What follows belongs to an exercise in optimizing a design on an open flow for small area and a short achievable clock period; a production flow would make more cautious choices.
Where RTL was checked, it was by simulation tests only, not by an equivalence proof against the original.
Power is estimated from default activity; no workload was simulated.

==> flow/design.v <==
`default_nettype none
module cycle_uart_in #(
    parameter int WORD_SIZE = 32,
    parameter int WORD_PART = 8,
    parameter int MEM_SIZE  = 64,
    parameter int CLQ_FREQ  = 1_843_200,
    parameter int BAUD_RATE = 115200
) (
    input  logic                 clock,
    input  logic                 reset,
    input  logic                 sig,
    output logic [WORD_SIZE-1:0] data_out,
    output logic                 valid_out,
    input  logic                 ready_in,
    output logic                 full,
    output logic                 empty,
    output logic                 frame_err,
    output logic                 overflow
);
    localparam int CLKS_PER_BIT = CLQ_FREQ / BAUD_RATE;
    localparam int HALF_BIT     = CLKS_PER_BIT / 2;
    localparam int NUM_PARTS    = WORD_SIZE / WORD_PART;
    localparam int CNT_W        = (CLKS_PER_BIT > 1) ? $clog2(CLKS_PER_BIT) : 1;
    localparam int BIT_W        = (WORD_PART > 1) ? $clog2(WORD_PART) : 1;
    localparam int PART_W       = (NUM_PARTS > 1) ? $clog2(NUM_PARTS) : 1;
    localparam int ADDR_W       = (MEM_SIZE > 1) ? $clog2(MEM_SIZE) : 1;
    localparam logic [CNT_W-1:0]  CNT_LAST   = CNT_W'(CLKS_PER_BIT - 1);
    localparam logic [CNT_W-1:0]  CNT_HALF   = CNT_W'(HALF_BIT - 1);
    localparam logic [BIT_W-1:0]  BIT_LAST   = BIT_W'(WORD_PART - 1);
    localparam logic [PART_W-1:0] PART_LAST  = PART_W'(NUM_PARTS - 1);
    localparam logic [ADDR_W:0]   COUNT_FULL = (ADDR_W + 1)'(MEM_SIZE);
    typedef enum logic [2:0] {
        ST_ARM,
        ST_IDLE,
        ST_START,
        ST_DATA,
        ST_STOP
    } state_t;
    logic                 sig_meta_q, sig_meta_d;
    logic                 sig_s_q, sig_s_d;
    logic                 sig_prev_q, sig_prev_d;
    state_t               state_q, state_d;
    logic [CNT_W-1:0]     cnt_q, cnt_d;
    logic [BIT_W-1:0]     bit_idx_q, bit_idx_d;
    logic [WORD_PART-1:0] shift_q, shift_d;
    logic                 byte_stb_q, byte_stb_d;
    logic                 ferr_q, ferr_d;
    logic [PART_W-1:0]    part_q, part_d;
    logic [WORD_SIZE-1:0] word_q, word_d;
    logic                 push_q, push_d;
    localparam int RING_N = MEM_SIZE - 1;
    logic [WORD_SIZE-1:0] ring_q [RING_N];
    logic [RING_N-1:0]    sel_q, sel_d;
    logic [ADDR_W-1:0]    wpos_q, wpos_d;    
    logic                 pend_q, pend_d;    
    logic [ADDR_W:0]      count_q, count_d;
    logic                 full_q, full_d;
    logic                 empty_q, empty_d;
    logic                 full_o, empty_o, valid_o;
    logic                 ovf_q, ovf_d;
    logic [WORD_SIZE-1:0] data_q, out_q;
    logic                 sel_ring, sel_word, sel_hold;
    logic                 do_pop;
    logic                 do_push;
    logic                 ring_wr;
    logic                 next_is_word;
    logic [WORD_SIZE-1:0] ring_next;
    always_comb begin
        sig_meta_d = sig;
        sig_s_d    = sig_meta_q;
        sig_prev_d = sig_s_q;
    end
    always_comb begin
        state_d    = state_q;
        cnt_d      = cnt_q;
        bit_idx_d  = bit_idx_q;
        shift_d    = shift_q;
        byte_stb_d = 1'b0;
        ferr_d     = 1'b0;
        case (state_q)
            ST_ARM: begin
                if (!sig_s_q) begin
                    cnt_d = '0;
                end else if (cnt_q == CNT_LAST) begin
                    cnt_d   = '0;
                    state_d = ST_IDLE;
                end else begin
                    cnt_d = cnt_q + 1'b1;
                end
            end
            ST_IDLE: begin
                if (sig_prev_q && !sig_s_q) begin
                    cnt_d   = '0;
                    state_d = ST_START;
                end
            end
            ST_START: begin
                if (cnt_q == CNT_HALF) begin
                    cnt_d     = '0;
                    bit_idx_d = '0;
                    state_d   = sig_s_q ? ST_IDLE : ST_DATA;
                end else begin
                    cnt_d = cnt_q + 1'b1;
                end
            end
            ST_DATA: begin
                if (cnt_q == CNT_LAST) begin
                    cnt_d   = '0;
                    shift_d = WORD_PART'({sig_s_q, shift_q} >> 1);
                    if (bit_idx_q == BIT_LAST) begin
                        state_d = ST_STOP;
                    end else begin
                        bit_idx_d = bit_idx_q + 1'b1;
                    end
                end else begin
                    cnt_d = cnt_q + 1'b1;
                end
            end
            ST_STOP: begin
                if (cnt_q == CNT_LAST) begin
                    cnt_d = '0;
                    if (sig_s_q) begin
                        byte_stb_d = 1'b1;
                        state_d    = ST_IDLE;
                    end else begin
                        ferr_d  = 1'b1;
                        state_d = ST_ARM;
                    end
                end else begin
                    cnt_d = cnt_q + 1'b1;
                end
            end
            default: begin
                cnt_d   = '0;
                state_d = ST_ARM;
            end
        endcase
    end
    always_comb begin
        word_d = word_q;
        part_d = part_q;
        push_d = 1'b0;
        if (ferr_q) begin
            part_d = '0;
        end else if (byte_stb_q) begin
            word_d = (word_q << WORD_PART) | WORD_SIZE'(shift_q);
            if (part_q == PART_LAST) begin
                part_d = '0;
                push_d = 1'b1;
            end else begin
                part_d = part_q + 1'b1;
            end
        end
    end
    always_comb begin
        do_pop  = !empty_q && ready_in;
        do_push = push_q && (!full_q || do_pop);
        ovf_d   = ovf_q | (push_q && !do_push);
        case ({do_push, do_pop})
            2'b10:   count_d = count_q + 1'b1;
            2'b01:   count_d = count_q - 1'b1;
            default: count_d = count_q;
        endcase
        if (do_push) begin
            full_d  = do_pop ? full_q : (count_q == COUNT_FULL - 1'b1);
            empty_d = do_pop ? empty_q : 1'b0;
        end else begin
            full_d  = do_pop ? 1'b0 : full_q;
            empty_d = do_pop ? (count_q == (ADDR_W + 1)'(1)) : empty_q;
        end
        sel_d = do_pop ? sel_q : {sel_q[0], sel_q[RING_N-1:1]};
        if (do_push) begin
            wpos_d = wpos_q;
        end else if (wpos_q == '0) begin
            wpos_d = ADDR_W'(RING_N - 1);
        end else begin
            wpos_d = wpos_q - 1'b1;
        end
        ring_wr = pend_q && (wpos_q == ADDR_W'(1));
        pend_d  = (pend_q && !ring_wr) || do_push;
        next_is_word = (count_q == (ADDR_W + 1)'(1)) || (pend_q && count_q == (ADDR_W + 1)'(2));
        ring_next = '0;
        for (int p = 0; p < RING_N; p++) begin
            ring_next = ring_next | (ring_q[p] & {WORD_SIZE{sel_q[p]}});
        end
        sel_ring = do_pop && !next_is_word;
        sel_word = do_pop ? next_is_word : empty_q;
        sel_hold = !do_pop && !empty_q;
    end
    always_ff @(posedge clock) begin
        for (int j = 0; j < RING_N - 1; j++) begin
            ring_q[j] <= ring_q[j+1];
        end
        ring_q[RING_N-1] <= ring_wr ? word_q : ring_q[0];
    end
    always_ff @(posedge clock) begin
        shift_q   <= shift_d;
        bit_idx_q <= bit_idx_d;
        word_q    <= word_d;
        out_q     <= ({WORD_SIZE{sel_ring}} & ring_next) | ({WORD_SIZE{sel_word}} & word_q) |
                     ({WORD_SIZE{sel_hold}} & data_q);
        data_q    <= ({WORD_SIZE{sel_ring}} & ring_next) | ({WORD_SIZE{sel_word}} & word_q) |
                     ({WORD_SIZE{sel_hold}} & out_q);
    end
    always_ff @(posedge clock) begin
        if (reset) begin
            sig_meta_q <= 1'b1;
            sig_s_q    <= 1'b1;
            sig_prev_q <= 1'b1;
            state_q    <= ST_ARM;
            cnt_q      <= '0;
            byte_stb_q <= 1'b0;
            ferr_q     <= 1'b0;
            part_q     <= '0;
            push_q     <= 1'b0;
            pend_q     <= 1'b0;
            sel_q      <= RING_N'(1);
            wpos_q     <= ADDR_W'(RING_N - 1);
            count_q    <= '0;
            full_q     <= 1'b0;
            empty_q    <= 1'b1;
            full_o     <= 1'b0;
            empty_o    <= 1'b1;
            valid_o    <= 1'b0;
            ovf_q      <= 1'b0;
        end else begin
            sig_meta_q <= sig_meta_d;
            sig_s_q    <= sig_s_d;
            sig_prev_q <= sig_prev_d;
            state_q    <= state_d;
            cnt_q      <= cnt_d;
            byte_stb_q <= byte_stb_d;
            ferr_q     <= ferr_d;
            part_q     <= part_d;
            push_q     <= push_d;
            pend_q     <= pend_d;
            sel_q      <= sel_d;
            wpos_q     <= wpos_d;
            count_q    <= count_d;
            full_q     <= full_d;
            empty_q    <= empty_d;
            full_o     <= (count_d == COUNT_FULL);
            empty_o    <= (count_d == '0);
            valid_o    <= (count_d != '0);
            ovf_q      <= ovf_d;
        end
    end
    assign data_out  = out_q;
    assign valid_out = valid_o;
    assign full      = full_o;
    assign empty     = empty_o;
    assign frame_err = ferr_q;
    assign overflow  = ovf_q;
endmodule
`default_nettype wire
clock: 4.0 ns
lec_check: 0
cap_margin: 20
core_margin: 2
core_utilization: 60
cts_cluster_diameter: 80
cts_cluster_size: 26
setup_slack_margin: 2.0
slew_margin: 20
run.sh (not shown) runs the stock make flow with config.mk's settings and CLKGATE_MAP_FILE= SYNTH_SCRIPT=/design/flow/synth_recipe.tcl, a recipe that flattens the netlist after the stock synthesis.
The starting point ran to the end with no violations.
==> next run, changes <==
--- a/flow/design.v
+++ b/flow/design.v
@@ -50,7 +50,9 @@
     logic                 push_q, push_d;
     localparam int RING_N = MEM_SIZE - 1;
     logic [WORD_SIZE-1:0] ring_q [RING_N];
+    localparam int HALF_W = WORD_SIZE / 2;
     logic [RING_N-1:0]    sel_q, sel_d;
+    logic [RING_N-1:0]    selb_q;
     logic [ADDR_W-1:0]    wpos_q, wpos_d;    
     logic                 pend_q, pend_d;    
     logic [ADDR_W:0]      count_q, count_d;
@@ -181,7 +183,7 @@
         next_is_word = (count_q == (ADDR_W + 1)'(1)) || (pend_q && count_q == (ADDR_W + 1)'(2));
         ring_next = '0;
         for (int p = 0; p < RING_N; p++) begin
-            ring_next = ring_next | (ring_q[p] & {WORD_SIZE{sel_q[p]}});
+            ring_next = ring_next | (ring_q[p] & {{HALF_W{selb_q[p]}}, {HALF_W{sel_q[p]}}});
         end
         sel_ring = do_pop && !next_is_word;
         sel_word = do_pop ? next_is_word : empty_q;
@@ -199,8 +201,9 @@
         word_q    <= word_d;
         out_q     <= ({WORD_SIZE{sel_ring}} & ring_next) | ({WORD_SIZE{sel_word}} & word_q) |
                      ({WORD_SIZE{sel_hold}} & data_q);
-        data_q    <= ({WORD_SIZE{sel_ring}} & ring_next) | ({WORD_SIZE{sel_word}} & word_q) |
-                     ({WORD_SIZE{sel_hold}} & out_q);
+        if (!sel_hold) begin
+            data_q <= ({WORD_SIZE{sel_ring}} & ring_next) | ({WORD_SIZE{sel_word}} & word_q);
+        end
     end
     always_ff @(posedge clock) begin
         if (reset) begin
@@ -215,6 +218,7 @@
             push_q     <= 1'b0;
             pend_q     <= 1'b0;
             sel_q      <= RING_N'(1);
+            selb_q     <= RING_N'(1);
             wpos_q     <= ADDR_W'(RING_N - 1);
             count_q    <= '0;
             full_q     <= 1'b0;
@@ -235,13 +239,17 @@
             push_q     <= push_d;
             pend_q     <= pend_d;
             sel_q      <= sel_d;
+            selb_q     <= do_pop ? selb_q : {selb_q[0], selb_q[RING_N-1:1]};
             wpos_q     <= wpos_d;
             count_q    <= count_d;
             full_q     <= full_d;
             empty_q    <= empty_d;
-            full_o     <= (count_d == COUNT_FULL);
-            empty_o    <= (count_d == '0);
-            valid_o    <= (count_d != '0);
+            full_o     <= (do_push && !do_pop && count_q == COUNT_FULL - 1'b1) ||
+                          (full_q && !(do_pop && !do_push));
+            empty_o    <= (do_pop && !do_push && count_q == (ADDR_W + 1)'(1)) ||
+                          (empty_q && !do_push);
+            valid_o    <= !((do_pop && !do_push && count_q == (ADDR_W + 1)'(1)) ||
+                            (empty_q && !do_push));
             ovf_q      <= ovf_d;
         end
     end
Die area increases by about 3.6%.
Power increases by about 3%.
Non-clock buffer count decreases by 62.
Synthesized area increases by about 3.7%.
Register-to-register slack is worse by 20 ps.
Synthesized cell count increases by about 5%.
First-iteration DRC count decreases by 27%.
Utilization decreases by 0.18 points.
Setup slack is worse by 25 ps.
Cell area increases by about 3.3%.
Count of clock-buffer cells in the layout increases by 4.
Routed wire length decreases by 7.4%.
Final cell count increases by about 3.7%.
The RTL of the second run of this note was laid out without a check of its function.

[what the ideal ports hide]
The flow's constraints put no driver on any port. The routed layouts listed below were extracted and timed again, unchanged, in two steps. Step 1: set_driving_cell puts a clkbuf_16 on clock and a buf_2 on each other input, an assumption about the parent block. Step 2 adds t to the input delays and takes it off the output delays; t is the mean of the earliest and latest rising clock arrival at the registers after step 1. Input paths then give back, and output paths get back, about the clock's delay inside the block. a / b / c = ideal ports / drivers / drivers and shift; a / b = the first two.
| run | t (ns) | setup slack, ns | slew at the worst register clock pin (ns) | worst data-port slew with drivers (ns) |
|---|---|---|---|---|
| the first run | 0.796 | 1.881 / 1.861 / 1.257 | 0.11 / 0.11 | 0.03 |
| the second run | 0.794 | 1.857 / 1.840 / 1.195 | 0.10 / 0.10 | 0.20 |
After both steps every run listed still meets setup and hold. The setup slack of the second run, which loses most, moves by -0.017 ns with the drivers and by -0.662 ns with both steps.
